This is an optimization exercise on Yosys and OpenROAD, whose aim is small area, a short achievable clock period and few clock cycles per item, not a production implementation.
At most, simulation tests tie the RTL to the original design; equivalence was not proved.
No functional check of the RTL was part of runs 1 to 6.
No activity file was given, so power comes from the tool's default toggle rates.

<file path="design/flow/design.v">
`default_nettype none
module byte_stream_find_replace #(
  parameter int MAX_PATTERN     = 16,
  parameter int MAX_REPLACEMENT = 16
) (
  input  wire logic        clk,
  input  wire logic        rst_n,
  input  wire logic        cfg_we,
  input  wire logic [2:0]  cfg_index,
  input  wire logic [63:0] cfg_wdata,
  input  wire logic        in_tvalid,
  output logic             in_tready,
  input  wire logic [7:0]  in_tdata,
  input  wire logic        in_tlast,
  output logic             out_tvalid,
  input  wire logic        out_tready,
  output logic [7:0]       out_tdata,
  output logic             out_tuser,
  output logic             out_tlast
);
  localparam int DEPTH = 16;
  localparam int AW    = 4;
  logic         pzero_r;
  logic [3:0]   pm1_r;
  logic         rzero_r;
  logic [3:0]   rm1_r;
  logic [127:0] pat_r;
  logic [127:0] rep_r;
  logic [4:0]   wlen;
  logic         plen_we;
  assign wlen    = (cfg_wdata[4] && (cfg_wdata[3:0] != 4'd0)) ? 5'd16 : cfg_wdata[4:0];
  assign plen_we = cfg_we && (cfg_index == 3'd0);
  always_ff @(posedge clk) begin
    if (!rst_n) begin
      pzero_r <= 1'b1;
      pm1_r   <= '0;
      rzero_r <= 1'b1;
      rm1_r   <= '0;
      pat_r   <= '0;
      rep_r   <= '0;
    end else if (cfg_we) begin
      case (cfg_index)
        3'd0: begin pzero_r <= (wlen == 5'd0); pm1_r <= 4'(wlen - 5'd1); end
        3'd1: pat_r[63:0]   <= cfg_wdata;
        3'd2: pat_r[127:64] <= cfg_wdata;
        3'd3: begin rzero_r <= (wlen == 5'd0); rm1_r <= 4'(wlen - 5'd1); end
        3'd4: rep_r[63:0]   <= cfg_wdata;
        3'd5: rep_r[127:64] <= cfg_wdata;
        default: ;
      endcase
    end
  end
  logic        rdy_r;
  logic        v1_r;
  logic [7:0]  b1_r;
  logic        l1_r;
  logic [15:0] eq1_r;
  logic        eqp_r;
  logic [15:0] eq_in;
  logic        v1_nxt;
  always_comb begin
    for (int k = 0; k < 16; k++) begin
      eq_in[k] = (in_tdata == pat_r[8*k +: 8]);
    end
  end
  assign in_tready = rdy_r;
  assign v1_nxt    = rdy_r ? in_tvalid : v1_r;
  always_ff @(posedge clk) begin
    if (!rst_n) begin
      v1_r <= 1'b0;
    end else begin
      v1_r <= v1_nxt;
    end
  end
  always_ff @(posedge clk) begin
    if (rdy_r) begin
      b1_r  <= in_tdata;
      l1_r  <= in_tlast;
      eq1_r <= eq_in;
      eqp_r <= eq_in[pm1_r];
    end
  end
  logic [9:0]    mem_r [DEPTH];    
  logic [AW:0]   wr_ptr_r;
  logic [AW:0]   c_ptr_r;
  logic [AW:0]   rd_ptr_r;
  logic [AW:0]   wr_nxt;
  logic [AW:0]   c_nxt;
  logic [3:0]    w_r;
  logic [3:0]    w_nxt;
  logic [15:0]   d_r;
  logic [15:0]   d_new;
  logic [15:0]   d_nxt;
  logic          pfx_r;           
  logic          full_r;          
  logic          go;
  logic          match;
  logic          commit_all;
  logic          wr_rep;
  logic          nf_nxt;
  assign go         = v1_r && rdy_r;
  assign match      = pfx_r && eqp_r;
  assign commit_all = l1_r || pzero_r;
  assign wr_rep     = !rzero_r || l1_r;
  assign d_new      = {d_r[14:0], 1'b1} & eq1_r;
  always_comb begin
    wr_nxt = wr_ptr_r;
    c_nxt  = c_ptr_r;
    w_nxt  = w_r;
    d_nxt  = d_r;
    if (plen_we) begin
      wr_nxt = c_ptr_r;
      w_nxt  = '0;
      d_nxt  = '0;
    end else if (go) begin
      if (match) begin
        c_nxt  = c_ptr_r + (wr_rep ? 1'b1 : 1'b0);
        wr_nxt = c_ptr_r + (wr_rep ? 1'b1 : 1'b0);
        w_nxt  = '0;
        d_nxt  = '0;
      end else if (commit_all) begin
        c_nxt  = wr_ptr_r + 1'b1;
        wr_nxt = wr_ptr_r + 1'b1;
        w_nxt  = '0;
        d_nxt  = '0;
      end else if (full_r) begin
        c_nxt  = c_ptr_r + 1'b1;
        wr_nxt = wr_ptr_r + 1'b1;
        d_nxt  = d_new;
      end else begin
        wr_nxt = wr_ptr_r + 1'b1;
        w_nxt  = w_r + 1'b1;
        d_nxt  = d_new;
      end
    end
  end
  assign nf_nxt = !((wr_nxt[AW-1:0] == rd_ptr_r[AW-1:0]) && (wr_nxt[AW] != rd_ptr_r[AW]));
  always_ff @(posedge clk) begin
    if (!rst_n) begin
      rdy_r    <= 1'b1;
      wr_ptr_r <= '0;
      c_ptr_r  <= '0;
      w_r      <= '0;
      d_r      <= '0;
      pfx_r    <= 1'b0;
      full_r   <= 1'b0;
    end else begin
      rdy_r    <= !v1_nxt || nf_nxt;
      wr_ptr_r <= wr_nxt;
      c_ptr_r  <= c_nxt;
      w_r      <= w_nxt;
      d_r      <= d_nxt;
      pfx_r    <= !pzero_r && ((pm1_r == 4'd0) || d_nxt[4'(pm1_r - 4'd1)]);
      full_r   <= (w_nxt == pm1_r);
    end
  end
  always_ff @(posedge clk) begin
    for (int i = 0; i < DEPTH; i++) begin
      if (go && (match ? (wr_rep && (c_ptr_r[AW-1:0] == AW'(i)))
                       : (wr_ptr_r[AW-1:0] == AW'(i)))) begin
        mem_r[i] <= {match, l1_r, b1_r};
      end
    end
  end
  logic [9:0] head;
  logic       h_valid;
  logic       h_rep;
  logic       load;
  logic       fin;
  logic [3:0] idx_r;
  logic [3:0] idx_nxt;
  logic       idxl_r;             
  logic       ovalid_r;
  logic [7:0] odata_r;
  logic       ouser_r;
  logic       olast_r;
  assign head    = mem_r[rd_ptr_r[AW-1:0]];
  assign h_rep   = head[9];
  assign h_valid = (rd_ptr_r != c_ptr_r);
  assign load    = !ovalid_r || out_tready;
  assign fin     = !h_rep || rzero_r || idxl_r;
  assign idx_nxt = (load && h_valid) ? (fin ? 4'd0 : idx_r + 4'd1) : idx_r;
  always_ff @(posedge clk) begin
    if (!rst_n) begin
      ovalid_r <= 1'b0;
      rd_ptr_r <= '0;
      idx_r    <= '0;
      idxl_r   <= 1'b0;
    end else begin
      if (load) begin
        ovalid_r <= h_valid;
        if (h_valid && fin) begin
          rd_ptr_r <= rd_ptr_r + 1'b1;
        end
      end
      idx_r  <= idx_nxt;
      idxl_r <= (idx_nxt == rm1_r);
    end
  end
  always_ff @(posedge clk) begin
    if (load && h_valid) begin
      odata_r <= !h_rep ? head[7:0] : (rzero_r ? 8'd0 : rep_r[8*idx_r +: 8]);
      ouser_r <= !(h_rep && rzero_r);
      olast_r <= head[8] && fin;
    end
  end
  assign out_tvalid = ovalid_r;
  assign out_tdata  = odata_r;
  assign out_tuser  = ouser_r;
  assign out_tlast  = olast_r;
endmodule
`default_nettype wire
</file>
<file path="design/flow/run.sh">
#!/bin/bash
# synth_recipe.tcl (not shown) runs the flow's synth.tcl, then flattens the netlist and writes it again
# the make line also repeats each setting of config.mk as NAME=value (left out here)
make -C /OpenROAD-flow-scripts/flow DESIGN_CONFIG=/design/flow/config.mk WORK_HOME=/design/flow/orfs CLKGATE_MAP_FILE= SYNTH_SCRIPT=/design/flow/synth_recipe.tcl finish
</file>
<file path="design/flow/config.mk">
export PLATFORM = sky130hd
export DESIGN_NAME = byte_stream_find_replace
export DESIGN_NICKNAME = byte_stream_find_replace
export VERILOG_FILES = /design/flow/design.v
export SDC_FILE = /design/flow/constraint.sdc
export NUM_CORES = 4
export LEC_CHECK = 0
export ABC_CLOCK_PERIOD_IN_PS = 2500
export CAP_MARGIN = 20
export CORE_MARGIN = 2
export CORE_UTILIZATION = 60
export SETUP_SLACK_MARGIN = 4.5
export SLEW_MARGIN = 20
</file>
<file path="design/flow/constraint.sdc">
create_clock -name core_clock -period 6.5 [get_ports {clk}]
set_input_delay 1.3000 -clock core_clock [delete_from_list [all_inputs] [get_ports {clk}]]
set_output_delay 1.3000 -clock core_clock [all_outputs]
set_load 0.01 [all_outputs]
</file>
==> results of run 1 <==
## Yosys cell counts, drive strengths merged, types with 12 or more instances
| cell | number | area share [%] |
|---|---|---|
| a211oi | 20 | 0.67 |
| nand3 | 21 | 0.47 |
| ha | 19 | 1.1 |
| o211ai | 12 | 0.42 |
| a222oi | 13 | 0.58 |
| a22oi | 25 | 0.86 |
| xor2 | 12 | 0.47 |
| mux2i | 37 | 1.7 |
| buf | 36 | 0.99 |
| and2 | 12 | 0.35 |
| nand4 | 40 | 1.1 |
| inv | 19 | 0.32 |
| xnor2 | 141 | 5.5 |
| nand2 | 566 | 9.5 |
| nor2 | 91 | 1.5 |
| and3 | 12 | 0.34 |
| clkbuf | 129 | 2.4 |
| dfxtp | 311 | 28 |
| a32oi | 18 | 0.70 |
| o21ai | 32 | 0.80 |
| edfxtp | 196 | 26 |
| mux4 | 30 | 3.0 |
| a21oi | 303 | 6.8 |
| a221oi | 23 | 0.90 |
## stage by stage
stage	instances	util [%]
detailed placement	2683	64.6
global route	3011	88.1
global placement	2683	64.6
CTS	2949	78.1
floorplan	2271	-
finish	3013	88.1
## worst max-delay path, cell delays in order (launching register included)
cell      delay, ns
dfxtp_2        0.31
buf_4          0.31
and2_2         0.43
a221oi_2       1.04
a22oi_1        0.29
a21o_1         0.31
a21oi_1        0.17
## cell usage in the layout (no fill, tap or decap), drive strengths merged, types with 25 or more instances in the layout
cell type | netlist | layout
a21oi | 303 | 303
a22oi | 25 | 25
buf | 36 | 232
clkbuf | 129 | 102
clkdlybuf4s50 | 0 | 61
dfxtp | 311 | 311
edfxtp | 196 | 196
mux2i | 37 | 37
mux4 | 30 | 30
nand2 | 566 | 568
nand4 | 40 | 40
nor2 | 91 | 92
o21ai | 32 | 32
xnor2 | 141 | 141
## state kept, by name (all words and copies together) (netlist names), 5 cells and up
| name | count |
|---|---|
| rep_r | 128 |
| odata_r | 8 |
| d_r | 16 |
| pat_r | 128 |
| b1_r | 8 |
| rd_ptr_r | 5 |
| eq1_r | 16 |
| wr_ptr_r | 5 |
| mem_r | 160 |
| c_ptr_r | 5 |
## area by class of cell
| cell class | instances | area share (%) |
|---|---|---|
| Tap cell | 468 | 1.81 |
| Clock buffer | 84 | 4.99 |
| Clock inverter | 13 | 0.391 |
| Inverter | 21 | 0.387 |
| Sequential cell | 507 | 37.6 |
| Timing Repair Buffer | 318 | 14.1 |
| Timing Repair inverter | 2 | 0.0890 |
| Antenna cell | 2 | 0.0155 |
| Multi-Input combinational cell | 1598 | 40.6 |
## power by group through the flow
stage          sequential, mW  clock [mW]  combinational, mW
2_1_floorplan            3.56           0              0.725
3_3_place_gp             3.57           0               1.05
3_5_place_dp             3.58           0               1.06
4_1_cts                  3.50        3.03               1.54
5_1_grt                  3.53        3.20               1.95
6_report                 3.53        3.12               1.92
## logic make-up after synthesis
family,synth area share [%]
muxes,5.02
DFF,54.0
adders and majority gates,1.06
and+or+nand+nor,15.6
xor gates and xnor gates,5.98
buffers and inverters,3.77
AOI/OAI and AO/OA,14.6
## worst min path at each step
| stage | start | slack [ns] | to | cells after the start |
|---|---|---|---|---|
| after floorplan | rep_r[114] | 0.43 | rep_r[114] | 2 |
| after global placement | rep_r[72] | 0.44 | rep_r[72] | 2 |
| after detailed placement | rep_r[117] | 0.45 | rep_r[117] | 2 |
| after CTS | rep_r[117] | 0.45 | rep_r[117] | 2 |
| after global routing | rep_r[49] | 0.49 | rep_r[49] | 2 |
| final | pat_r[9] | 0.48 | pat_r[9] | 2 |
## layer usage
metal / part of all wire (%) / wire length, um / track usage (%)
met5: 0.11 / 116 / 0
met4: 12 / 13100 / 31.1
met3: 15 / 15400 / 8.25
met2: 43 / 44800 / 69.1
met1: 30 / 31400 / 50.0
## repair_timing
| item | in CTS | in global routing |
|---|---|---|
| resized for setup | 412 | 762 |
| endpoints found under the setup margin | 543 | 492 |
| endpoints found under the hold margin | 0 | 0 |
| cloned | 44 | 25 |
| pin swaps | 71 | 288 |
| setup buffers | 125 | 37 |
==> impl_metrics.csv, run 1 <==
group,metric,value,unit
worst_setup_path,crit_start,"idx_r[1]",
sta,fin_crit,3.03,ns
sta,slew_violations,0,
detailed_routing,ant_nets,0,
synth,ys_types,96,
grt,antenna_found_initial,4,
placed_design,placed_area,0.0237,sq mm
detailed_routing,drcViolationCount,0,
run,drv_cap,0,
synth,synth_edf_count,196,
layout,seq_area,0.0122,sq mm
grt,grt_pass1_wl,122000,um
placed_design,detailed_place_hpwl,42200,um
sta,tns,0,ns
clocking,cts_hold_buf,0,
sta,rsz0062_at_grt,"true",
sta,period_share,46.6,%
clocking,cts_tree,"yes",
sta,skew,0.0494,ns
power_and_ir_drop,swShare,29.6,%
sta,tightest_slew,1.22,ns
detailed_routing,routed-via-count,22300,
die,row_count,70,
min_path,hold_path.class,"flip-flop to flip-flop",
synth,synthArstFlopShare,0,%
sta,slew_headroom,18.4,%
detailed_routing,wl_per_cell,34.8,um
placed_design,preCtsSetupSlack,2.33,ns
die,io_pins,93,
power_and_ir_drop,power.density,265,mW/mm^2
layout,finalInstanceArea,0.0323,sq mm
grt,grt_max_degree,89,
placed_design,place_congestion,0.869,
power_and_ir_drop,power.leakage,10.8,nW
sta,clock.fmax,0.330,GHz
detailed_routing,dr.pass1.iters,7,
die,die_w,197,um
worst_setup_path,ff2ff_setup_slack,3.47,ns
synth,netlist_instances,2271,
grt,grt_usage,42.3,%
worst_setup_path,critPathArrivalTime,3.51,ns
die,core-area,0.0367,sq mm
worst_setup_path,cp_max_fo,25,
detailed_routing,drt_wl_total,105000,um
synth,synth_nets,2371,
clocking,cts-root-buf,"clkbuf_16",
sta,hold_slack,0.478,ns
worst_setup_path,worstSetupEndpoint,"odata_r[1]",
power_and_ir_drop,clkPwrFrac,36.4,%
grt,grt_pass1_vias,19500,
layout,multi_input_area,0.0131,sq mm
synth,syn_area,0.0224,sq mm
power_and_ir_drop,power,8.57,mW
die,die_y,197,um
worst_setup_path,worst_setup_path_end_kind,"flip-flop",
layout,synthToLayoutAreaGrowth,44.2,%
worst_setup_path,r2r-start,"idx_r[1]",
detailed_routing,viasPerCell,7.39,
worst_setup_path,crit_path_start_kind,"flip-flop",
clocking,clkTransAtPathRegs,0.06,ns
sta,finalHoldViolCount,0,
power_and_ir_drop,internal_power,6.03,mW
synth,yosysWarnings,2,
worst_setup_path,worstSetupPathType,"flip-flop to flip-flop",
grt,grt-ovfl-total,0,
clocking,clk_latency,0.67,ns
synth,avgSynthCellArea,9.87,sq um
worst_setup_path,reg2reg_depth,6,
die,design.die.area,0.0389,sq mm
layout,nets,2601,
clocking,cts.sinks,507,
worst_setup_path,timing.rr.end,"odata_r[1]",
layout,nFillCells,1462,
power_and_ir_drop,pwr-share-comb,22.4,%
clocking,cts_buffer_depth,3,
power_and_ir_drop,power.switching,2.54,mW
layout,layout-drive-gt1-share,42.3,%
worst_setup_path,cp.required,6.98,ns
synth,yosysSeqAreaShare,54.0,%
detailed_routing,drt-initial-drc-count,3162,
sta,layout_setup_ws,3.47,ns
synth,ys.flop_type,"dfxtp_1",
sta,setup_viol,0,
die,start_util,61.1,%
placed_design,io_buffer_count,92,
power_and_ir_drop,pwr-share-seq,41.2,%
status,status,"finished clean",
synth,synth-seq-cells,507,
clocking,cts_buffers,53,
clocking,htree_levels,2,
power_and_ir_drop,vdd_drop_max,0.258,mV
==> run 2: changes to the inputs <==
--- a/design/flow/config.mk
+++ b/design/flow/config.mk
@@ -5,7 +5,6 @@
 export SDC_FILE = /design/flow/constraint.sdc
 export NUM_CORES = 4
 export LEC_CHECK = 0
-export ABC_CLOCK_PERIOD_IN_PS = 2500
 export CAP_MARGIN = 20
 export CORE_MARGIN = 2
 export CORE_UTILIZATION = 60
==> run 2 against run 1 <==
Effect of this change:
- combinational power about the same
- area after synthesis unchanged
- sequential power barely moved
- clock-buffer cell count stayed put
- sequential share of layout area is the same
- critical path depth did not move
- first-iteration DRC count stayed put
- routed wire length unchanged
- final area unchanged
- via count unchanged
- final cell count unchanged
- critical endpoint unchanged
- largest power group unchanged
- highest routed layer unchanged
==> impl_metrics.csv, run 2 <==
group,metric,value,unit
die,start_util,61.1,%
synth,ys_types,96,
power_and_ir_drop,swShare,29.6,%
synth,ys.flop_type,"dfxtp_1",
synth,synth_edf_count,196,
clocking,cts_tree,"yes",
placed_design,io_buffer_count,92,
grt,grt-ovfl-total,0,
detailed_routing,dr.pass1.iters,7,
layout,nets,2601,
sta,setup_viol,0,
power_and_ir_drop,power.switching,2.54,mW
die,die_y,197,um
sta,tns,0,ns
sta,skew,0.0494,ns
synth,synth_xor_area_share,5.98,%
min_path,hold_depth,2,
clocking,clk_latency,0.67,ns
clocking,cts.sinks,507,
die,core-area,0.0367,sq mm
clocking,cts_hold_buf,0,
sta,fin_crit,3.03,ns
die,row_count,70,
grt,grt_pass1_vias,19500,
power_and_ir_drop,power,8.57,mW
grt,grt_pass1_wl,122000,um
power_and_ir_drop,pwr-share-comb,22.4,%
detailed_routing,drt-initial-drc-count,3162,
synth,synthAdderAreaFrac,1.06,%
synth,yosysWarnings,2,
synth,synth_common_cells,"nand2_1, dfxtp_1, a21oi_1",
detailed_routing,drcViolationCount,0,
detailed_routing,wl_per_cell,34.8,um
die,die_w,197,um
sta,hold_slack,0.478,ns
detailed_routing,drt_wl_total,105000,um
worst_setup_path,critPathArrivalTime,3.51,ns
synth,synth_top_family_by_area,"simple AND/OR/NAND/NOR gates",
synth,avgSynthCellArea,9.87,sq um
layout,layout-drive-gt1-share,42.3,%
power_and_ir_drop,power.density,265,mW/mm^2
die,design.die.area,0.0389,sq mm
sta,finalHoldViolCount,0,
layout,mostFrequentLayoutCells,"dfxtp_1, nand2_1, a21oi_2",
synth,synthMostInstantiatedCell,"nand2_1",
worst_setup_path,ff2ff_setup_slack,3.47,ns
worst_setup_path,cp.required,6.98,ns
worst_setup_path,worstSetupPathType,"flip-flop to flip-flop",
power_and_ir_drop,pwr-share-seq,41.2,%
run,drv_cap,0,
placed_design,place_congestion,0.869,
worst_setup_path,worst_setup_path_end_kind,"flip-flop",
placed_design,detailed_place_hpwl,42200,um
status,status,"finished clean",
synth,synth_top_area_share,27.8,%
clocking,cts_buffer_depth,3,
sta,slew_violations,0,
synth,syn_area,0.0224,sq mm
min_path,hold_path.class,"flip-flop to flip-flop",
placed_design,dp.cells,2683,
layout,fin_cells,3013,
synth,synth_nets,2371,
sta,slew_headroom,18.4,%
detailed_routing,ant_nets,0,
detailed_routing,routed-via-count,22300,
synth,synthArstFlopShare,0,%
power_and_ir_drop,clkPwrFrac,36.4,%
clocking,cts_buffers,53,
sta,tightest_slew,1.22,ns
worst_setup_path,cp_max_fo,25,
clocking,clkTransAtPathRegs,0.06,ns
synth,yosys-top-cells-area,"dfxtp_1, edfxtp_1, nand2_1",
sta,clock.fmax,0.330,GHz
synth,synth-seq-cells,507,
sta,period_share,46.6,%
worst_setup_path,crit_path_start_kind,"flip-flop",
synth,synth_simple_gate_area_share,15.6,%
min_path,hold_end,"pat_r[9]",
worst_setup_path,r2r-start,"idx_r[1]",
synth,synth_compound_area_share,14.6,%
grt,grt_usage,42.3,%
sta,rsz0062_at_grt,"true",
worst_setup_path,timing.rr.end,"odata_r[1]",
min_path,min_from,"pat_r[9]",
clocking,htree_levels,2,
power_and_ir_drop,power.leakage,10.8,nW
layout,largest_reg_flops,160,
layout,final_core_utilization,88.1,%
detailed_routing,viasPerCell,7.39,
synth,synth.mux.area_fraction,5.02,%
synth,synth_top_area_cell,"dfxtp_1",
grt,grt_max_degree,89,
layout,largest-register,"mem_r",
layout,reg_top3,"mem_r x160, pat_r x128, rep_r x128",
power_and_ir_drop,vdd_drop_max,0.258,mV
power_and_ir_drop,internal_power,6.03,mW
grt,antenna_found_initial,4,
synth,yosysSeqAreaShare,54.0,%
synth,netlist_instances,2271,
layout,layout_commonest_cell,"dfxtp_1",
worst_setup_path,reg2reg_depth,6,
layout,synthToLayoutAreaGrowth,44.2,%
die,io_pins,93,
clocking,cts-root-buf,"clkbuf_16",
## run 2: cell counts after synthesis
No cell type changed its count.
## run 2: routing by layer
metal / up-vias / routed length, um / global-route usage [%]
met5: - / 116 / 0
met4: 8 / 13100 / 31.1
met3: 1011 / 15400 / 8.25
met2: 2186 / 44800 / 69.1
met1: 10500 / 31400 / 50.0
li1: 8567 / - / -
## run 2: through the flow
| step | setup WS (ns) | area, sq um |
|---|---|---|
| final | 3.47 | 32300 |
| after global routing | 3.47 | 32300 |
| after CTS | 3.99 | 28700 |
| after detailed placement | 2.33 | 23700 |
| after global placement | 2.40 | 23700 |
| after floorplan | 3.53 | 23300 |
## run 2: worst max-delay path by stage
stage | from | to | slack (ns) | depth (start not counted)
floorplan | in_tdata[5] | eqp_r | 3.53 | 7
global placement | in_tdata[3] | eqp_r | 2.40 | 6
detailed placement | in_tdata[0] | eqp_r | 2.33 | 6
CTS | odata_r[6] | out_tdata[6] | 3.99 | 1
global route | idx_r[1] | odata_r[0] | 3.47 | 6
finish | idx_r[1] | odata_r[1] | 3.47 | 6
## run 2: area by class of cell
cell class | instances | area [sq um]
inverters | 21 | 125
diodes | 2 | 5.00
repair buffers | 318 | 4570
fillers | 1462 | 4380
flip-flops and latches | 507 | 12200
clock inverters | 13 | 126
well taps | 468 | 586
clock buffers | 84 | 1610
multi-input cells | 1598 | 13100
repair inverters | 2 | 28.8
## run 2: critical path, stage by stage, from the launching register on
cell and delay (ns):
dfxtp_2 0.31, buf_4 0.31, and2_2 0.43, a221oi_2 1.04, a22oi_1 0.29, a21o_1 0.31, a21oi_1 0.17
## run 2: kinds of logic (layout without fill, tap and decap cells)
| family | after synthesis | count (layout) |
|---|---|---|
| xor gates and xnor gates | 153 | 153 |
| DFF | 507 | 507 |
| AOI/OAI and AO/OA | 521 | 521 |
| buffers and inverters | 187 | 438 |
| adders and majority gates | 19 | 19 |
| other | 0 | 2 |
| muxes | 74 | 74 |
| and+or+nand+nor | 810 | 831 |
## run 2: power groups by stage
| stage | clock, mW | combinational, mW | sequential, mW |
|---|---|---|---|
| after global routing | 3.20 | 1.95 | 3.53 |
| after CTS | 3.03 | 1.54 | 3.50 |
| after floorplan | 0 | 0.725 | 3.56 |
| after global placement | 0 | 1.05 | 3.57 |
| after detailed placement | 0 | 1.06 | 3.58 |
| final | 3.12 | 1.92 | 3.53 |
## run 2: repair_timing
action / 4_1_cts / 5_1_grt
pin swaps: 71 / 288
setup buffers: 125 / 37
gates resized for setup: 412 / 762
gates cloned: 44 / 25
setup endpoints to repair: 543 / 492
==> run 3: changes to the inputs <==
--- a/design/flow/config.mk
+++ b/design/flow/config.mk
@@ -8,5 +8,5 @@
 export CAP_MARGIN = 20
 export CORE_MARGIN = 2
 export CORE_UTILIZATION = 60
-export SETUP_SLACK_MARGIN = 4.5
+export SETUP_SLACK_MARGIN = 3.6
 export SLEW_MARGIN = 20
==> run 3 against run 2 <==
Effect of this change:
- still clean on timing, DRC and antenna
- utilization shrank 18 points
- worst setup slack improved by 0.17 ns
- final area down 21%
- critical path depth is the same
- hold slack got worse by 0.026 ns
- area after synthesis unchanged
==> impl_metrics.csv, run 3 <==
group,metric,value,unit
status,status,"finished clean",
grt,grt_pass1_wl,98500,um
die,design.die.area,0.0389,sq mm
clocking,clk_latency,0.60,ns
clocking,cts_buffer_depth,3,
clocking,cts_tree,"yes",
synth,syn_area,0.0224,sq mm
sta,tightest_slew,1.01,ns
power_and_ir_drop,swShare,25.9,%
layout,largest-register,"mem_r",
synth,synth_nets,2371,
clocking,htree_levels,2,
sta,setup_viol,0,
die,row_count,70,
detailed_routing,m1WireLength,26000,um
power_and_ir_drop,power.switching,2.00,mW
placed_design,placed_area,0.0235,sq mm
power_and_ir_drop,power,7.70,mW
sta,slew_violations,0,
die,die_y,197,um
power_and_ir_drop,clkPwrFrac,40.4,%
clocking,cts.sinks,507,
worst_setup_path,crit_start,"in_tdata[6]",
layout,synthToLayoutAreaGrowth,14.6,%
placed_design,place_congestion,0.846,
worst_setup_path,timing.rr.end,"odata_r[6]",
synth,yosysWarnings,2,
sta,slew_headroom,32.8,%
detailed_routing,drcViolationCount,0,
synth,synth_top_area_share,27.8,%
layout,layout_commonest_cell,"nand2_1",
layout,final_core_utilization,70.0,%
sta,hold_slack,0.452,ns
detailed_routing,viasPerCell,6.30,
layout,largest_reg_flops,160,
power_and_ir_drop,internal_power,5.71,mW
placed_design,io_buffer_count,92,
sta,period_share,44.0,%
sta,fin_crit,2.86,ns
synth,ys_types,96,
grt,grt_pass1_vias,16700,
clocking,clkTransAtPathRegs,0.06,ns
detailed_routing,drt_wl_total,66000,um
power_and_ir_drop,pwr-share-seq,45.5,%
synth,avgSynthCellArea,9.87,sq um
power_and_ir_drop,vdd_drop_max,0.213,mV
grt,grt-ovfl-total,0,
synth,yosys-top-cells-area,"dfxtp_1, edfxtp_1, nand2_1",
run,drv_cap,0,
sta,layout_setup_ws,3.64,ns
layout,reg_top3,"mem_r x160, pat_r x128, rep_r x128",
worst_setup_path,reg2reg_depth,6,
worst_setup_path,worst_setup_path_end_kind,"flip-flop",
worst_setup_path,cp_max_fo,17,
synth,synth_edf_count,196,
detailed_routing,highest_layer,"met4",
sta,skew,0.0119,ns
worst_setup_path,worstSetupPathType,"input pin to flip-flop",
layout,fin_cells,2813,
placed_design,dp.cells,2707,
layout,mostFrequentLayoutCells,"nand2_1, a21oi_1, dfxtp_1",
die,start_util,61.1,%
synth,synthArstFlopShare,0,%
detailed_routing,dr_wl_met3,4950,um
synth,netlist_instances,2271,
min_path,hold_path.class,"flip-flop to flip-flop",
power_and_ir_drop,power.density,300,mW/mm^2
grt,antenna_found_initial,1,
synth,synth_common_cells,"nand2_1, dfxtp_1, a21oi_1",
synth,synth_top_area_cell,"dfxtp_1",
clocking,cts_buffers,51,
synth,yosysSeqAreaShare,54.0,%
clocking,cts-root-buf,"clkbuf_16",
layout,num_antenna_cells,0,
grt,grt_usage,33.3,%
sta,finalHoldViolCount,0,
layout,finalInstanceArea,0.0257,sq mm
power_and_ir_drop,power.leakage,8.33,nW
sta,rsz0062_at_grt,"false",
worst_setup_path,r2r-start,"idx_r[0]",
detailed_routing,drt-initial-drc-count,1724,
placed_design,detailed_place_hpwl,41800,um
detailed_routing,wl_per_cell,23.5,um
worst_setup_path,cp.required,6.84,ns
detailed_routing,routed-wl-met2,32400,um
sta,clock.fmax,0.350,GHz
die,io_pins,93,
detailed_routing,dr.pass1.iters,5,
layout,multi_input_area,0.00959,sq mm
synth,synth-seq-cells,507,
die,die_w,197,um
layout,nets,2408,
synth,ys.flop_type,"dfxtp_1",
worst_setup_path,critPathArrivalTime,3.20,ns
die,core-area,0.0367,sq mm
placed_design,preCtsSetupSlack,2.26,ns
worst_setup_path,crit_path_start_kind,"input pin",
layout,seq_area,0.0121,sq mm
worst_setup_path,ff2ff_setup_slack,3.65,ns
grt,grt_max_degree,103,
layout,nFillCells,2815,
detailed_routing,ant_nets,0,
worst_setup_path,worstSetupEndpoint,"eqp_r",
power_and_ir_drop,pwr-share-comb,14.2,%
layout,layout-drive-gt1-share,10.6,%
synth,synthMostInstantiatedCell,"nand2_1",
sta,tns,0,ns
detailed_routing,routed-via-count,17700,
[run 3: changes by cell type in the layout (fill, tap and decap cells not counted), moves of 39 or more]
cell     previous run  this run
buf_6              45         6
nand2_4           191         0
a21oi_1           100       303
nand2_1           255       563
a21oi_2           202         0
nand2_2           115         3
buf_12             67         3
[run 3: power by group through the flow]
stage / logic [mW] / clock network [mW] / registers, mW
6_report: 1.09 / 3.11 / 3.50
5_1_grt: 1.17 / 3.25 / 3.51
4_1_cts: 1.05 / 3.13 / 3.50
3_5_place_dp: 1.02 / 0 / 3.57
3_3_place_gp: 1.01 / 0 / 3.57
2_1_floorplan: 0.647 / 0 / 3.55
[run 3: worst max-delay path, stage by stage]
cell,delay (ns)
clkdlybuf4s18_2,0.50
xnor2_1,0.25
nand4_1,0.12
nor2_1,0.07
mux4_2,0.49
mux4_2,0.46
[run 3: kinds of logic (layout without fill, tap and decap cells)]
logic type      after synthesis  after routing  synth area share, %
mux                          74             74                 5.02
simple gates                810            813                 15.6
compound gates              521            521                 14.6
xor+xnor                    153            153                 5.98
flops                       507            507                 54.0
fa+ha+maj                    19             19                 1.06
buf+inv                     187            258                 3.77
[run 3: what timing repair did]
| action | 4_1_cts | 5_1_grt |
|---|---|---|
| buffers inserted | 3 | 6 |
| cloned | 2 | 5 |
| resized for setup | 50 | 42 |
| pin swaps | 1 | 4 |
| setup endpoints to repair | 242 | 269 |
| hold buffers | 0 | 0 |
[run 3: worst min-delay path by stage]
stage / from / end / slack [ns] / cells after the start
4_1_cts: rep_r[38] / rep_r[38] / 0.45 / 2
6_report: rep_r[113] / rep_r[113] / 0.45 / 2
2_1_floorplan: rep_r[114] / rep_r[114] / 0.43 / 2
3_3_place_gp: rep_r[8] / rep_r[8] / 0.44 / 2
5_1_grt: rep_r[106] / rep_r[106] / 0.47 / 2
3_5_place_dp: rep_r[28] / rep_r[28] / 0.45 / 2
[run 3: layer usage]
metal	vias up	GRT usage, %
li1	8133	-
met1	8617	43.6
met2	813	56.4
met3	165	4.75
met4	0	12.3
met5	-	0
[run 3: layout make-up]
type | count | area share [%]
clock buffers | 73 | 6.05
clock inverters | 17 | 0.891
inverters | 21 | 0.419
multi-input cells | 1580 | 37.3
flip-flops and latches | 507 | 47.2
well taps | 468 | 2.28
repair buffers | 146 | 5.75
repair inverters | 1 | 0.0341
==> run 4: changes to the inputs <==
--- a/design/flow/config.mk
+++ b/design/flow/config.mk
@@ -5,6 +5,7 @@
 export SDC_FILE = /design/flow/constraint.sdc
 export NUM_CORES = 4
 export LEC_CHECK = 0
+export ABC_AREA = 1
 export CAP_MARGIN = 20
 export CORE_MARGIN = 2
 export CORE_UTILIZATION = 60
==> run 4 against run 3 <==
Effect of this change:
- fmax rose by 0.37%
- worst setup slack improved by 0.011 ns
- sequential power grew 2%
- clock power fell by 3%
- global-route usage up 1.9 points
- routed wire length grew 4.9%
- clock skew rose by 0.0013 ns
- synthesized cell count is 19% higher
- clock-buffer cell count is 9 higher
- power hardly changed
- critical path type unchanged
==> impl_metrics.csv, run 4 <==
group,metric,value,unit
worst_setup_path,reg2reg_depth,11,
placed_design,detailed_place_hpwl,45500,um
synth,synth_edf_count,196,
synth,avgSynthCellArea,8.32,sq um
clocking,clk_latency,0.61,ns
synth,synth_top_area_cell,"dfxtp_1",
min_path,hold_depth,2,
detailed_routing,ant_nets,0,
synth,synth_compound_area_share,14.4,%
grt,antenna_found_initial,0,
worst_setup_path,path_delay_family,"simple AND/OR/NAND/NOR gates",
sta,clock.fmax,0.351,GHz
die,die_w,197,um
grt,grt_max_degree,112,
synth,synthAdderAreaFrac,1.06,%
layout,nFillCells,2955,
worst_setup_path,path_cells,"clkdlybuf4s50_1 -> nor2_1 -> nand2_4 -> nand2_8 -> clkinvlp_4 -> buf_12 -> nand3_1 -> nand2_1 -> nand2_1 -> o211ai_1 -> nand3_1 -> nand3_1 -> nand2_1 -> inv_1",
sta,skew,0.0132,ns
sta,period_share,43.8,%
die,die_y,197,um
synth,netlist_instances,2693,
layout,layout_commonest_cell,"nor2_1",
synth,synth.mux.area_fraction,0,%
layout,num_antenna_cells,0,
worst_setup_path,worst_setup_path_end_kind,"flip-flop",
layout,largest-register,"mem_r",
min_path,hold_path.class,"flip-flop to flip-flop",
synth,synth_nets,2793,
clocking,cts_buffers,51,
layout,nets,2842,
layout,reg_top3,"mem_r x160, pat_r x128, rep_r x128",
clocking,cts_hold_buf,0,
synth,yosysSeqAreaShare,54.0,%
detailed_routing,dr.pass1.iters,6,
sta,rsz0062_at_grt,"true",
worst_setup_path,timing.rr.end,"odata_r[5]",
sta,fin_crit,2.85,ns
worst_setup_path,r2r-start,"rd_ptr_r[1]",
synth,synth_simple_gate_area_share,22.5,%
synth,synth-seq-cells,507,
worst_setup_path,cpMaxStageDelayCell,"clkdlybuf4s50_1",
sta,slew_violations,0,
detailed_routing,routed-via-count,19300,
clocking,cts_buffer_depth,3,
worst_setup_path,crit_path_start_kind,"input pin",
grt,grt_pass1_vias,17700,
placed_design,io_buffer_count,92,
detailed_routing,wl_per_cell,21.3,um
die,design.die.area,0.0389,sq mm
grt,grt_usage,35.2,%
die,start_util,61.1,%
placed_design,place_congestion,0.925,
power_and_ir_drop,power.density,298,mW/mm^2
synth,synth_common_cells,"nor2_1, nand2_1, o21ai_0",
synth,ys.flop_type,"dfxtp_1",
clocking,clkTransAtPathRegs,0.06,ns
synth,synthArstFlopShare,0,%
sta,finalHoldViolCount,0,
min_path,min_from,"rep_r[55]",
layout,layout-drive-gt1-share,9.02,%
sta,layout_setup_ws,3.65,ns
sta,tns,0,ns
grt,grt-ovfl-total,0,
synth,synthMostInstantiatedCell,"nor2_1",
synth,synth_top_area_share,27.8,%
power_and_ir_drop,vdd_drop_max,0.209,mV
synth,yosys-top-cells-area,"dfxtp_1, edfxtp_1, nor2_1",
worst_setup_path,critPathMaxStageDelay,0.51,ns
synth,synth_xor_area_share,2.46,%
layout,synthToLayoutAreaGrowth,15.3,%
detailed_routing,drt-initial-drc-count,1887,
min_path,hold_end,"rep_r[55]",
detailed_routing,drcViolationCount,0,
clocking,cts-root-buf,"clkbuf_16",
layout,largest_reg_flops,160,
synth,syn_area,0.0224,sq mm
placed_design,preCtsSetupSlack,2.24,ns
worst_setup_path,critPathArrivalTime,3.35,ns
sta,slew_headroom,46.5,%
worst_setup_path,cp_max_fo,20,
grt,grt_pass1_wl,104000,um
power_and_ir_drop,power.leakage,10.2,nW
die,core-area,0.0367,sq mm
status,status,"finished clean",
clocking,cts_tree,"yes",
die,row_count,70,
worst_setup_path,ff2ff_setup_slack,3.68,ns
worst_setup_path,worstSetupPathType,"input pin to flip-flop",
detailed_routing,viasPerCell,5.95,
sta,setup_viol,0,
synth,synth_top_family_by_area,"simple AND/OR/NAND/NOR gates",
worst_setup_path,crit_buf_inv,4,
die,io_pins,93,
synth,yosysWarnings,2,
run,drv_cap,0,
synth,ys_types,45,
clocking,cts.sinks,507,
detailed_routing,drt_wl_total,69200,um
sta,tightest_slew,0.802,ns
worst_setup_path,cp.required,7.00,ns
clocking,htree_levels,2,
layout,mostFrequentLayoutCells,"nor2_1, nand2_1, o21ai_0",
-- run 4: final cells by class --
| cell class | count | area (sq um) | area share (%) |
|---|---|---|---|
| Sequential cell | 507 | 12100 | 46.9 |
| Multi-Input combinational cell | 1866 | 9240 | 35.8 |
| Clock buffer | 82 | 1590 | 6.14 |
| Timing Repair Buffer | 143 | 1430 | 5.54 |
| Inverter | 169 | 683 | 2.64 |
| Tap cell | 468 | 586 | 2.27 |
| Clock inverter | 12 | 159 | 0.615 |
| Timing Repair inverter | 4 | 25.0 | 0.0969 |
-- run 4: cells by family after synthesis --
group	after synthesis
adders and majority gates	19
and+or+nand+nor	1191
buffers and inverters	320
AOI/OAI and AO/OA	593
xor gates and xnor gates	63
DFF	507
-- run 4: report_power, final --
group / switching (mW) / leakage, nW / internal, mW / total (mW)
clock: 1.28 / 0.849 / 1.76 / 3.03
combinational: 0.703 / 4.98 / 0.391 / 1.09
sequential: 0.112 / 4.40 / 3.47 / 3.58
total: 2.09 / 10.2 / 5.62 / 7.71
-- run 4: how the worst max path moves through the flow --
stage               cells past startpoint  slack, ns         start           end
floorplan                               3       3.76         rdy_r  mem_r[15][0]
global placement                       12       2.28   in_tdata[5]         eqp_r
detailed placement                     12       2.24   in_tdata[5]         eqp_r
CTS                                    14       3.53        cfg_we         pfx_r
global route                           14       3.49  cfg_index[0]         pfx_r
finish                                 14       3.65  cfg_index[0]         pfx_r
-- run 4: through the flow --
stage               cell area, sq um  power [mW]  instances  util [%]  hold WS (ns)
global route                   25800        7.95       3251      70.4         0.481
finish                         25800        7.71       3251      70.4         0.461
floorplan                      22400        4.23       2693         -         0.425
CTS                            25600        7.66       3237      69.7         0.459
global placement               23600        4.62       3131      64.2         0.438
detailed placement             23600        4.65       3132      64.2         0.447
-- run 4: metal layers --
layer | up-vias | global-route usage (%) | share of wire [%]
met5 | - | 0 | 0
met4 | 0 | 18.8 | 5.7
met3 | 161 | 4.83 | 7.3
met2 | 899 | 56.8 | 46
met1 | 9114 | 46.4 | 41
li1 | 9165 | - | -
-- run 4: timing repair --
item                       4_1_cts  5_1_grt
setup endpoints to repair      239      122
buffers inserted                 6       13
pin swaps                        0        4
resized for setup               56       33
hold endpoints to repair         0        0
gates cloned                     5        1
-- run 4: tightest hold or removal path, stage by stage, from the launching register on --
cell and delay [ns]:
dfxtp_1 0.30, inv_1 0.06, a21oi_1 0.06
==> run 5: changes to the inputs <==
--- a/design/flow/config.mk
+++ b/design/flow/config.mk
@@ -5,9 +5,8 @@
 export SDC_FILE = /design/flow/constraint.sdc
 export NUM_CORES = 4
 export LEC_CHECK = 0
-export ABC_AREA = 1
 export CAP_MARGIN = 20
 export CORE_MARGIN = 2
 export CORE_UTILIZATION = 60
-export SETUP_SLACK_MARGIN = 3.6
+export SETUP_SLACK_MARGIN = 3.8
 export SLEW_MARGIN = 20
==> run 5 against run 4 <==
Effect of this change:
- power down 2.4%
- routed wire length is 5.3% lower
- combinational power about the same
- critical endpoint is now odata_r[1]
- highest routed layer unchanged
==> impl_metrics.csv, run 5 <==
group,metric,value,unit
layout,synthToLayoutAreaGrowth,14.5,%
synth,synth_top_family_by_area,"simple AND/OR/NAND/NOR gates",
sta,slew_violations,0,
sta,tns,0,ns
clocking,htree_levels,2,
sta,rsz0062_at_grt,"true",
grt,grt-ovfl-total,0,
detailed_routing,drt_wl_total,65500,um
synth,synth_nets,2371,
synth,syn_area,0.0224,sq mm
clocking,clkTransAtPathRegs,0.06,ns
worst_setup_path,r2r-start,"rd_ptr_r[1]",
sta,fin_crit,2.67,ns
synth,avgSynthCellArea,9.87,sq um
placed_design,detailed_place_hpwl,42100,um
clocking,cts.sinks,507,
clocking,cts-root-buf,"clkbuf_16",
synth,synth_edf_count,196,
worst_setup_path,cp.required,6.83,ns
min_path,hold_path.class,"flip-flop to flip-flop",
sta,slew_headroom,48.2,%
detailed_routing,routed-via-count,17800,
die,design.die.area,0.0389,sq mm
synth,synth_top_area_share,27.8,%
sta,finalHoldViolCount,0,
placed_design,place_congestion,0.889,
clocking,cts_tree,"yes",
die,core-area,0.0367,sq mm
layout,nets,2415,
run,drv_cap,0,
worst_setup_path,crit_start,"rd_ptr_r[1]",
synth,synth_compound_area_share,14.6,%
min_path,min_from,"rep_r[19]",
detailed_routing,dr.pass1.iters,6,
layout,layout-drive-gt1-share,11.4,%
clocking,cts_buffers,52,
synth,synth.mux.area_fraction,5.02,%
sta,clock.fmax,0.374,GHz
synth,synth_common_cells,"nand2_1, dfxtp_1, a21oi_1",
synth,synth_xor_area_share,5.98,%
grt,antenna_found_initial,0,
synth,ys_types,96,
die,io_pins,93,
sta,period_share,41.1,%
placed_design,preCtsSetupSlack,2.28,ns
synth,synthArstFlopShare,0,%
layout,largest_reg_flops,160,
synth,yosys-top-cells-area,"dfxtp_1, edfxtp_1, nand2_1",
worst_setup_path,worstSetupPathType,"flip-flop to flip-flop",
layout,num_antenna_cells,0,
status,status,"finished clean",
grt,grt_pass1_wl,100000,um
power_and_ir_drop,vdd_drop_max,0.216,mV
layout,mostFrequentLayoutCells,"nand2_1, a21oi_1, dfxtp_1",
synth,yosysWarnings,2,
synth,synthMostInstantiatedCell,"nand2_1",
synth,synth_simple_gate_area_share,15.6,%
sta,layout_setup_ws,3.83,ns
synth,synthAdderAreaFrac,1.06,%
worst_setup_path,crit_path_start_kind,"flip-flop",
grt,grt_max_degree,80,
worst_setup_path,critPathArrivalTime,3.01,ns
synth,synth_top_area_cell,"dfxtp_1",
detailed_routing,wl_per_cell,23.2,um
die,die_y,197,um
synth,netlist_instances,2271,
worst_setup_path,cp_max_fo,6,
die,row_count,70,
detailed_routing,drcViolationCount,0,
die,start_util,61.1,%
grt,grt_usage,33.8,%
layout,reg_top3,"mem_r x160, pat_r x128, rep_r x128",
die,die_w,197,um
power_and_ir_drop,power.leakage,8.34,nW
detailed_routing,ant_nets,0,
sta,setup_viol,0,
placed_design,io_buffer_count,92,
synth,ys.flop_type,"dfxtp_1",
synth,yosysSeqAreaShare,54.0,%
worst_setup_path,worst_setup_path_end_kind,"flip-flop",
detailed_routing,drt-initial-drc-count,1809,
synth,synth-seq-cells,507,
layout,largest-register,"mem_r",
layout,layout_commonest_cell,"nand2_1",
power_and_ir_drop,power.density,293,mW/mm^2
sta,skew,0.0218,ns
clocking,cts_buffer_depth,3,
sta,tightest_slew,0.776,ns
grt,grt_pass1_vias,17000,
detailed_routing,viasPerCell,6.30,
clocking,clk_latency,0.60,ns
[run 5: cell count changes after synthesis, moves of 37 or more]
cell,change
nor2_1,-482
a21oi_1,+153
mux2i_1,+37
inv_1,-130
nand2_1,+200
nand4_1,-37
xnor2_1,+132
or2_2,-42
xor2_1,-42
nand3_1,-51
o21ai_0,-316
[run 5: path summary, 6_finish.rpt]
path                              endpoint  slack [ns]  cells past startpoint
worst max-delay path            odata_r[1]        3.83                     11
worst min-delay path             rep_r[19]        0.45                      2
worst max register to register  odata_r[1]        3.83                     11
worst min register to register   rep_r[19]        0.45                      2
[run 5: kinds of logic (layout without fill, tap and decap cells)]
group           after synthesis  count (layout)
compound gates              521             521
xor+xnor                    153             153
fa+ha+maj                    19              19
buf+inv                     187             268
flops                       507             507
mux                          74              74
simple gates                810             812
[run 5: cell type report]
class | count | area, sq um
Clock buffer | 76 | 1500
Clock inverter | 17 | 145
Fill cell | 2791 | 11000
Inverter | 21 | 111
Multi-Input combinational cell | 1579 | 9680
Sequential cell | 507 | 12100
Tap cell | 468 | 586
Timing Repair Buffer | 153 | 1500
Timing Repair inverter | 1 | 8.76
[run 5: routing by layer]
metal	track usage [%]	routed length, um
met4	13.5	2280
met1	43.9	26000
met5	0	0
met2	57.6	32600
met3	4.49	4680
[run 5: metrics by stage]
step / hold slack (ns) / power (mW) / area, sq um / cells / utilization (%)
after detailed placement: 0.447 / 4.58 / 23500 / 2703 / 64.1
after global placement: 0.439 / 4.56 / 23500 / 2703 / 64.1
after floorplan: 0.433 / 4.20 / 22600 / 2271 / -
after global routing: 0.470 / 7.75 / 25700 / 2822 / 69.9
after CTS: 0.455 / 7.50 / 25600 / 2818 / 69.6
final: 0.453 / 7.52 / 25700 / 2822 / 69.9
[run 5: worst max-delay path: stages, from the launching register on]
cell	delay, ns
dfxtp_4	0.39
inv_1	0.10
ha_4	0.18
buf_4	0.15
a22o_1	0.19
a222oi_1	0.33
buf_4	0.18
and4_4	0.28
nor2_2	0.06
buf_6	0.15
a2111oi_2	0.32
a21oi_1	0.07
[run 5: report_power, final]
part	internal [mW]	switching (mW)
sequential	3.42	0.0806
clock	1.68	1.24
combinational	0.432	0.677
total	5.53	1.99
[run 5: timing repair]
| item | in CTS | in global routing |
|---|---|---|
| hold endpoints to repair | 0 | 0 |
| buffers inserted | 16 | 4 |
| setup endpoints to repair | 333 | 69 |
| gates cloned | 6 | 0 |
| gates resized for setup | 114 | 38 |
| hold buffers | 0 | 0 |
| pin swaps | 8 | 4 |
==> run 6: changes to the inputs <==
--- a/design/flow/config.mk
+++ b/design/flow/config.mk
@@ -8,5 +8,5 @@
 export CAP_MARGIN = 20
 export CORE_MARGIN = 2
 export CORE_UTILIZATION = 60
-export SETUP_SLACK_MARGIN = 3.8
+export SETUP_SLACK_MARGIN = 4.0
 export SLEW_MARGIN = 20
==> run 6 against run 5 <==
Effect of this change:
- fmax grew 2.7%
- synthesized cell count is the same
- die area is the same
- first-iteration DRC count shrank 1.1%
- non-clock buffer count grew 39
- power grew 5.8%
- largest cell class unchanged
- largest power group unchanged
==> impl_metrics.csv, run 6 <==
group,metric,value,unit
worst_setup_path,ff2ff_setup_slack,3.90,ns
die,die_w,197,um
synth,synth_top_area_share,27.8,%
grt,grt_usage,34.9,%
layout,num_antenna_cells,0,
worst_setup_path,critPathMaxStageDelay,0.58,ns
synth,synthMostInstantiatedCell,"nand2_1",
detailed_routing,drt-initial-drc-count,1789,
grt,grt_pass1_vias,17100,
placed_design,placed_area,0.0235,sq mm
sta,skew,0.0293,ns
placed_design,place_congestion,0.853,
clocking,cts_tree,"yes",
sta,rsz0062_at_grt,"true",
die,start_util,61.1,%
placed_design,dp.cells,2690,
worst_setup_path,path_cells,"inv_4 -> ha_4 -> buf_6 -> or4_4 -> a2bb2oi_4 -> and4_4 -> buf_6 -> nor2_4 -> a21oi_2 -> a21o_1",
layout,fin_cells,2860,
layout,nFillCells,2736,
synth,synth_common_cells,"nand2_1, dfxtp_1, a21oi_1",
detailed_routing,wl_per_cell,23.9,um
layout,finalInstanceArea,0.0265,sq mm
detailed_routing,ant_nets,0,
synth,synth_nets,2371,
placed_design,io_buffer_count,92,
synth,synth_top_area_cell,"dfxtp_1",
worst_setup_path,cp.depth,10,
worst_setup_path,cpMaxStageDelayCell,"or4_4",
synth,yosysWarnings,2,
sta,clock.fmax,0.384,GHz
layout,synthToLayoutAreaGrowth,18.4,%
sta,tns,0,ns
synth,syn_area,0.0224,sq mm
sta,setup_viol,0,
sta,slew_headroom,48.5,%
worst_setup_path,path_delay_family,"simple AND/OR/NAND/NOR gates",
power_and_ir_drop,vdd_drop_max,0.264,mV
worst_setup_path,worst_setup_path_end_kind,"flip-flop",
detailed_routing,dr.pass1.iters,5,
min_path,hold_depth,2,
detailed_routing,viasPerCell,6.28,
detailed_routing,drt_wl_total,68300,um
layout,nets,2454,
clocking,clk_latency,0.62,ns
clocking,cts-root-buf,"clkbuf_16",
synth,ys_types,96,
grt,grt_pass1_wl,102000,um
detailed_routing,routed-via-count,18000,
layout,layout_commonest_cell,"nand2_1",
sta,fin_crit,2.60,ns
worst_setup_path,reg2reg_depth,10,
grt,antenna_found_initial,1,
clocking,cts_buffer_depth,3,
sta,tightest_slew,0.772,ns
sta,finalHoldViolCount,0,
power_and_ir_drop,power,7.95,mW
clocking,clkTransAtPathRegs,0.06,ns
sta,hold_slack,0.452,ns
sta,slew_violations,0,
detailed_routing,drcViolationCount,0,
worst_setup_path,cp_max_fo,8,
grt,grt_max_degree,98,
min_path,hold_path.class,"flip-flop to flip-flop",
run,drv_cap,0,
die,core-area,0.0367,sq mm
die,die_y,197,um
power_and_ir_drop,power.leakage,8.65,nW
layout,largest_reg_flops,160,
die,row_count,70,
clocking,cts_buffers,52,
worst_setup_path,worstSetupPathType,"flip-flop to flip-flop",
synth,yosys-top-cells-area,"dfxtp_1, edfxtp_1, nand2_1",
layout,layout-drive-gt1-share,15.3,%
worst_setup_path,cp.required,6.87,ns
clocking,cts_hold_buf,0,
worst_setup_path,crit_path_start_kind,"flip-flop",
synth,yosysSeqAreaShare,54.0,%
status,status,"finished clean",
worst_setup_path,cp_common_cell,"buf_6",
synth,synth_edf_count,196,
synth,ys.flop_type,"dfxtp_1",
grt,grt-ovfl-total,0,
clocking,htree_levels,2,
synth,netlist_instances,2271,
synth,avgSynthCellArea,9.87,sq um
placed_design,detailed_place_hpwl,41700,um
power_and_ir_drop,power.density,300,mW/mm^2
layout,mostFrequentLayoutCells,"nand2_1, dfxtp_1, a21oi_1",
synth,synth-seq-cells,507,
layout,reg_top3,"mem_r x160, pat_r x128, rep_r x128",
die,io_pins,93,
synth,synthArstFlopShare,0,%
layout,largest-register,"mem_r",
sta,period_share,40.1,%
worst_setup_path,crit_buf_inv,3,
worst_setup_path,critPathArrivalTime,2.98,ns
clocking,cts.sinks,507,
die,design.die.area,0.0389,sq mm
-- run 6: cell counts after synthesis --
Identical to the previous run, type by type.
-- run 6: cells by family after synthesis --
logic type	share of synthesized area, %
multiplexers	5.02
buffers and inverters	3.77
flip-flops	54.0
AND/OR/NAND/NOR	15.6
adder cells (fa/ha/maj)	1.06
XOR/XNOR	5.98
AO/OA/AOI/OAI	14.6
-- run 6: path summary, 6_finish.rpt --
check              startpoint    endpoint
hold reg to reg     rep_r[50]   rep_r[50]
hold / removal      rep_r[50]   rep_r[50]
setup / recovery  rd_ptr_r[1]  odata_r[6]
setup reg to reg  rd_ptr_r[1]  odata_r[6]
-- run 6: layout make-up --
type,count,area (sq um),area share (%)
repair buffers,192,2040,7.70
inverters,21,123,0.462
repair inverters,1,8.76,0.0330
flip-flops and latches,507,12100,45.7
clock buffers,72,1450,5.45
clock inverters,20,267,1.00
multi-input cells,1579,9930,37.4
well taps,468,586,2.21
-- run 6: metrics by stage --
| stage | setup WS (ns) | util [%] |
|---|---|---|
| after global placement | 2.40 | 64.0 |
| final | 3.90 | 72.3 |
| after floorplan | 3.53 | - |
| after detailed placement | 2.30 | 64.0 |
| after CTS | 3.67 | 71.3 |
| after global routing | 3.81 | 72.3 |
-- run 6: what timing repair did --
| action | in CTS | in global routing |
|---|---|---|
| endpoints found under the setup margin | 504 | 145 |
| pin swaps | 20 | 27 |
| buffers inserted | 42 | 24 |
| cloned | 11 | 1 |
| gates resized for setup | 215 | 59 |
-- run 6: power by group --
group          leakage [nW]  switching [mW]  internal [mW]
registers              4.34          0.0838           3.42
clock network         0.828            1.27           1.75
logic                  3.48           0.784          0.643
-- run 6: worst reg2reg max path: stages (launching register included) --
cell       delay [ns]
dfxtp_4          0.39
inv_4            0.06
ha_4             0.18
buf_6            0.13
or4_4            0.58
a2bb2oi_4        0.22
and4_4           0.22
buf_6            0.13
nor2_4           0.26
a21oi_2          0.06
a21o_1           0.16
-- run 6: layer usage --
| layer | vias up | global-route usage, % | wire length [um] |
|---|---|---|---|
| met5 | - | 0 | 0 |
| met2 | 782 | 59.1 | 33500 |
| met4 | 0 | 15.4 | 3120 |
| met3 | 167 | 4.75 | 4820 |
| li1 | 8218 | - | - |
| met1 | 8785 | 45.0 | 26900 |
==> run 7: changes to the inputs <==
--- a/design/flow/design.v
+++ b/design/flow/design.v
@@ -63,6 +63,16 @@
       eq_in[k] = (in_tdata == pat_r[8*k +: 8]);
     end
   end
+  logic [15:0] pm_oh;
+  logic [15:0] rm_oh;
+  logic        eqp_in;
+  always_comb begin
+    for (int k = 0; k < 16; k++) begin
+      pm_oh[k] = !pzero_r && (pm1_r == 4'(k));
+      rm_oh[k] = (rm1_r == 4'(k));
+    end
+    eqp_in = |(eq_in & pm_oh);
+  end
   assign in_tready = rdy_r;
   assign v1_nxt    = rdy_r ? in_tvalid : v1_r;
   always_ff @(posedge clk) begin
@@ -77,7 +87,7 @@
       b1_r  <= in_tdata;
       l1_r  <= in_tlast;
       eq1_r <= eq_in;
-      eqp_r <= eq_in[pm1_r];
+      eqp_r <= eqp_in;
     end
   end
   logic [9:0]    mem_r [DEPTH];    
@@ -150,7 +160,7 @@
       c_ptr_r  <= c_nxt;
       w_r      <= w_nxt;
       d_r      <= d_nxt;
-      pfx_r    <= !pzero_r && ((pm1_r == 4'd0) || d_nxt[4'(pm1_r - 4'd1)]);
+      pfx_r    <= |({d_nxt[14:0], 1'b1} & pm_oh);
       full_r   <= (w_nxt == pm1_r);
     end
   end
@@ -162,44 +172,57 @@
       end
     end
   end
-  logic [9:0] head;
-  logic       h_valid;
-  logic       h_rep;
-  logic       load;
-  logic       fin;
-  logic [3:0] idx_r;
-  logic [3:0] idx_nxt;
-  logic       idxl_r;             
-  logic       ovalid_r;
-  logic [7:0] odata_r;
-  logic       ouser_r;
-  logic       olast_r;
-  assign head    = mem_r[rd_ptr_r[AW-1:0]];
-  assign h_rep   = head[9];
-  assign h_valid = (rd_ptr_r != c_ptr_r);
-  assign load    = !ovalid_r || out_tready;
-  assign fin     = !h_rep || rzero_r || idxl_r;
-  assign idx_nxt = (load && h_valid) ? (fin ? 4'd0 : idx_r + 4'd1) : idx_r;
+  logic [9:0]  head;
+  logic [7:0]  repb;
+  logic        h_valid;
+  logic        h_rep;
+  logic        load;
+  logic        step;
+  logic        fin;
+  logic [15:0] rd_oh_r;
+  logic [15:0] ix_oh_r;
+  logic [15:0] ix_oh_nxt;
+  logic        idxl_r;             
+  logic        ovalid_r;
+  logic [7:0]  odata_r;
+  logic        ouser_r;
+  logic        olast_r;
+  always_comb begin
+    head = '0;
+    repb = '0;
+    for (int i = 0; i < DEPTH; i++) begin
+      head = head | (mem_r[i] & {10{rd_oh_r[i]}});
+      repb = repb | (rep_r[8*i +: 8] & {8{ix_oh_r[i]}});
+    end
+  end
+  assign h_rep     = head[9];
+  assign h_valid   = (rd_ptr_r != c_ptr_r);
+  assign load      = !ovalid_r || out_tready;
+  assign step      = load && h_valid;
+  assign fin       = !h_rep || rzero_r || idxl_r;
+  assign ix_oh_nxt = !step ? ix_oh_r : (fin ? 16'd1 : {ix_oh_r[14:0], 1'b0});
   always_ff @(posedge clk) begin
     if (!rst_n) begin
       ovalid_r <= 1'b0;
       rd_ptr_r <= '0;
-      idx_r    <= '0;
+      rd_oh_r  <= 16'd1;
+      ix_oh_r  <= 16'd1;
       idxl_r   <= 1'b0;
     end else begin
       if (load) begin
         ovalid_r <= h_valid;
-        if (h_valid && fin) begin
-          rd_ptr_r <= rd_ptr_r + 1'b1;
-        end
-      end
-      idx_r  <= idx_nxt;
-      idxl_r <= (idx_nxt == rm1_r);
-    end
-  end
-  always_ff @(posedge clk) begin
-    if (load && h_valid) begin
-      odata_r <= !h_rep ? head[7:0] : (rzero_r ? 8'd0 : rep_r[8*idx_r +: 8]);
+      end
+      if (step && fin) begin
+        rd_ptr_r <= rd_ptr_r + 1'b1;
+        rd_oh_r  <= {rd_oh_r[14:0], rd_oh_r[15]};
+      end
+      ix_oh_r <= ix_oh_nxt;
+      idxl_r  <= |(ix_oh_nxt & rm_oh);
+    end
+  end
+  always_ff @(posedge clk) begin
+    if (step) begin
+      odata_r <= !h_rep ? head[7:0] : (rzero_r ? 8'd0 : repb);
       ouser_r <= !(h_rep && rzero_r);
       olast_r <= head[8] && fin;
     end
--- a/design/flow/config.mk
+++ b/design/flow/config.mk
@@ -8,5 +8,5 @@
 export CAP_MARGIN = 20
 export CORE_MARGIN = 2
 export CORE_UTILIZATION = 60
-export SETUP_SLACK_MARGIN = 4.0
+export SETUP_SLACK_MARGIN = 4.2
 export SLEW_MARGIN = 20
==> run 7 against run 6 <==
Effect of this change:
- worst setup slack improved by 0.13 ns
- highest routed layer is now met5
- critical path type is now input pin to flip-flop
- utilization increased by 1.3 points
- area after synthesis about the same
- register-to-register slack improved by 0.25 ns
- first-iteration DRC count increased by 40%
- sequential cell count increased by 26
- critical path depth decreased by 2
- sequential share of layout area increased by 1.1 points
- non-clock buffer count increased by 22
- clock-buffer cell count increased by 2
==> impl_metrics.csv, run 7 <==
group,metric,value,unit
power_and_ir_drop,power.switching,2.10,mW
sta,slew_headroom,46.2,%
sta,finalHoldViolCount,0,
layout,mostFrequentLayoutCells,"nand2_1, dfxtp_1, a21oi_1",
synth,ys.flop_type,"dfxtp_1",
run,drv_cap,0,
sta,fin_crit,2.48,ns
clocking,cts.sinks,533,
placed_design,dp.cells,2773,
layout,reg_top3,"mem_r x160, pat_r x128, rep_r x128",
synth,synth-seq-cells,533,
worst_setup_path,reg2reg_depth,8,
min_path,hold_path.class,"flip-flop to flip-flop",
clocking,cts_buffer_depth,3,
synth,synth_edf_count,195,
layout,nFillCells,2611,
min_path,hold_depth,2,
sta,clock.fmax,0.403,GHz
clocking,cts_tree,"yes",
die,io_pins,93,
sta,tightest_slew,0.807,ns
layout,final_core_utilization,73.7,%
die,core-area,0.0367,sq mm
detailed_routing,wl_per_cell,26.2,um
placed_design,io_buffer_count,92,
synth,syn_area,0.0224,sq mm
die,row_count,70,
power_and_ir_drop,internal_power,5.85,mW
synth,netlist_instances,2357,
detailed_routing,viasPerCell,6.50,
grt,grt_usage,39.4,%
layout,nets,2549,
detailed_routing,routed-via-count,19300,
layout,fin_cells,2969,
clocking,clk_latency,0.62,ns
power_and_ir_drop,power,7.95,mW
placed_design,preCtsSetupSlack,2.55,ns
detailed_routing,dr.pass1.iters,6,
die,design.die.area,0.0389,sq mm
sta,hold_slack,0.455,ns
power_and_ir_drop,pwr-share-comb,13.8,%
layout,finalInstanceArea,0.0270,sq mm
synth,synth_nets,2451,
worst_setup_path,ff2ff_setup_slack,4.15,ns
sta,slew_violations,0,
layout,layout_commonest_cell,"nand2_1",
die,start_util,61.1,%
clocking,cts_hold_buf,0,
sta,skew,0.0236,ns
synth,yosys-top-cells-area,"dfxtp_1, edfxtp_1, nand2_1",
grt,grt_pass1_wl,113000,um
layout,seq_area,0.0126,sq mm
worst_setup_path,critPathArrivalTime,2.93,ns
die,die_w,197,um
synth,synthMostInstantiatedCell,"nand2_1",
layout,largest_reg_flops,160,
status,status,"finished clean",
detailed_routing,drt-initial-drc-count,2500,
synth,yosysWarnings,2,
synth,synth_top_area_cell,"dfxtp_1",
power_and_ir_drop,clkPwrFrac,39.5,%
worst_setup_path,cp_max_fo,4,
placed_design,detailed_place_hpwl,44100,um
grt,grt-ovfl-total,0,
clocking,cts_buffers,54,
clocking,clkTransAtPathRegs,0.06,ns
worst_setup_path,crit_path_start_kind,"input pin",
die,die_y,197,um
sta,layout_setup_ws,4.02,ns
sta,setup_viol,0,
synth,synthArstFlopShare,0,%
sta,tns,0,ns
synth,avgSynthCellArea,9.51,sq um
sta,period_share,38.1,%
detailed_routing,drcViolationCount,0,
clocking,cts-root-buf,"clkbuf_16",
grt,antenna_found_initial,2,
grt,grt_pass1_vias,18200,
power_and_ir_drop,swShare,26.4,%
placed_design,place_congestion,0.894,
power_and_ir_drop,pwr-share-seq,46.7,%
detailed_routing,drt_wl_total,77800,um
detailed_routing,ant_nets,0,
layout,synthToLayoutAreaGrowth,20.6,%
placed_design,placed_area,0.0236,sq mm
layout,layout-drive-gt1-share,14.0,%
power_and_ir_drop,vdd_drop_max,0.223,mV
synth,synth_common_cells,"nand2_1, dfxtp_1, a21oi_1",
sta,rsz0062_at_grt,"true",
synth,yosysSeqAreaShare,56.3,%
synth,ys_types,69,
layout,multi_input_area,0.00953,sq mm
worst_setup_path,cp.required,6.95,ns
grt,grt_max_degree,137,
layout,largest-register,"mem_r",
clocking,htree_levels,2,
power_and_ir_drop,power.leakage,8.94,nW
worst_setup_path,worst_setup_path_end_kind,"flip-flop",
synth,synth_top_area_share,30.2,%
worst_setup_path,worstSetupPathType,"input pin to flip-flop",
power_and_ir_drop,power.density,294,mW/mm^2
run 7: changes by cell type after synthesis, sizes merged, moves of 8 or more:
cell and change:
nand3 +23, o31ai +8, a222oi -13, nor2 +20, clkbuf +20, mux2i -30, a22o +23, mux4 -26
and4 -9, a22oi +92, dfxtp +27, o211ai -8, nand2 +25
run 7: power groups by stage:
stage               combinational, mW  clock [mW]  sequential, mW
finish                           1.10        3.14            3.71
detailed placement              0.839           0            3.79
CTS                              1.02        3.14            3.71
floorplan                       0.525           0            3.74
global route                     1.15        3.27            3.73
global placement                0.827           0            3.78
run 7: layout make-up:
| class | instances | share of cell area (%) |
|---|---|---|
| antenna | 1 | 0.00926 |
| clock buffer | 74 | 5.69 |
| clock inverter | 27 | 0.940 |
| inverter | 16 | 0.352 |
| multi-input combinational | 1633 | 35.3 |
| sequential | 533 | 46.8 |
| tap | 468 | 2.17 |
| timing repair buffer | 214 | 8.70 |
| timing repair inverter | 3 | 0.0833 |
run 7: per-layer routing:
layer / vias up / GRT usage, % / wire length [um]
li1: 8504 / - / -
met1: 9357 / 49.6 / 28900
met2: 1191 / 63.4 / 36100
met3: 252 / 7.99 / 8060
met4: 2 / 22.9 / 4650
met5: - / 0 / 12
run 7: cells by family (layout without fill, tap and decap cells):
family	after synthesis	in the layout	share of synthesized area, %
buffers and inverters	195	334	3.51
AO/OA/AOI/OAI	581	582	16.4
adder cells (fa/ha/maj)	13	13	0.726
XOR/XNOR	156	156	6.09
multiplexers	12	12	0.765
flip-flops	533	533	56.3
AND/OR/NAND/NOR	867	870	16.3
other	0	1	0
run 7: final timing paths:
check / startpoint / end
worst max-delay path: cfg_index[0] / pfx_r
worst min-delay path: rep_r[109] / rep_r[109]
worst min register to register: rep_r[109] / rep_r[109]
worst max register to register: l1_r / rdy_r
run 7: critical path, stage by stage:
cell     delay, ns
buf_12        0.11
or4b_4        0.60
buf_4         0.17
buf_12        0.12
nand3_1       0.08
o32ai_1       0.09
o41ai_1       0.25
a41oi_1       0.20
run 7: what timing repair did:
| item | 4_1_cts | 5_1_grt |
|---|---|---|
| gates resized for setup | 232 | 61 |
| endpoints found under the setup margin | 469 | 250 |
| pin swaps | 39 | 35 |
| setup buffers | 45 | 25 |
| gates cloned | 21 | 3 |
Testbench counts of run 7, summed over its fixed seeds: cycles 95,180, items 28,800.

==> re-timing with driven ports <==
Ports are ideal in the flow. The routed layouts listed here were re-timed in OpenROAD.
Step 1 assumes that a clkbuf_16 drives the clock port and a buf_2 every other input.
Step 2 times the ports against the registers' clock, not the clock port: input delays grow and output delays shrink by t, the midpoint of the rising clock arrivals with the driver on.
Three values: ideal ports, drivers, drivers and shift; two values: the first two.
run | t, ns | slack for setup (ns) | hold WS [ns] | latest minus earliest clock arrival (ns) | worst data-port slew with drivers (ns)
run 1 | 0.711 | 3.471 / 3.471 / 3.198 | 0.478 / 0.478 / 0.478 | 0.057 / 0.057 | 0.08
run 2 | 0.711 | 3.471 / 3.471 / 3.198 | 0.478 / 0.478 / 0.478 | 0.057 / 0.057 | 0.08
run 3 | 0.650 | 3.642 / 3.618 / 3.016 | 0.452 / 0.452 / 0.452 | 0.014 / 0.014 | 0.04
run 4 | 0.663 | 3.653 / 3.601 / 3.024 | 0.461 / 0.461 / 0.461 | 0.018 / 0.018 | 0.06
run 5 | 0.650 | 3.826 / 3.795 / 3.258 | 0.453 / 0.453 / 0.453 | 0.029 / 0.030 | 0.05
run 6 | 0.654 | 3.896 / 3.863 / 3.379 | 0.452 / 0.452 / 0.452 | 0.032 / 0.032 | 0.06
run 7 | 0.662 | 4.021 / 4.025 / 3.363 | 0.455 / 0.455 / 0.455 | 0.028 / 0.028 | 0.10
After both steps setup and hold are still met in every run listed. For run 7, which loses most, drivers alone change the setup slack by +0.004 ns; drivers and shift together by -0.658 ns.
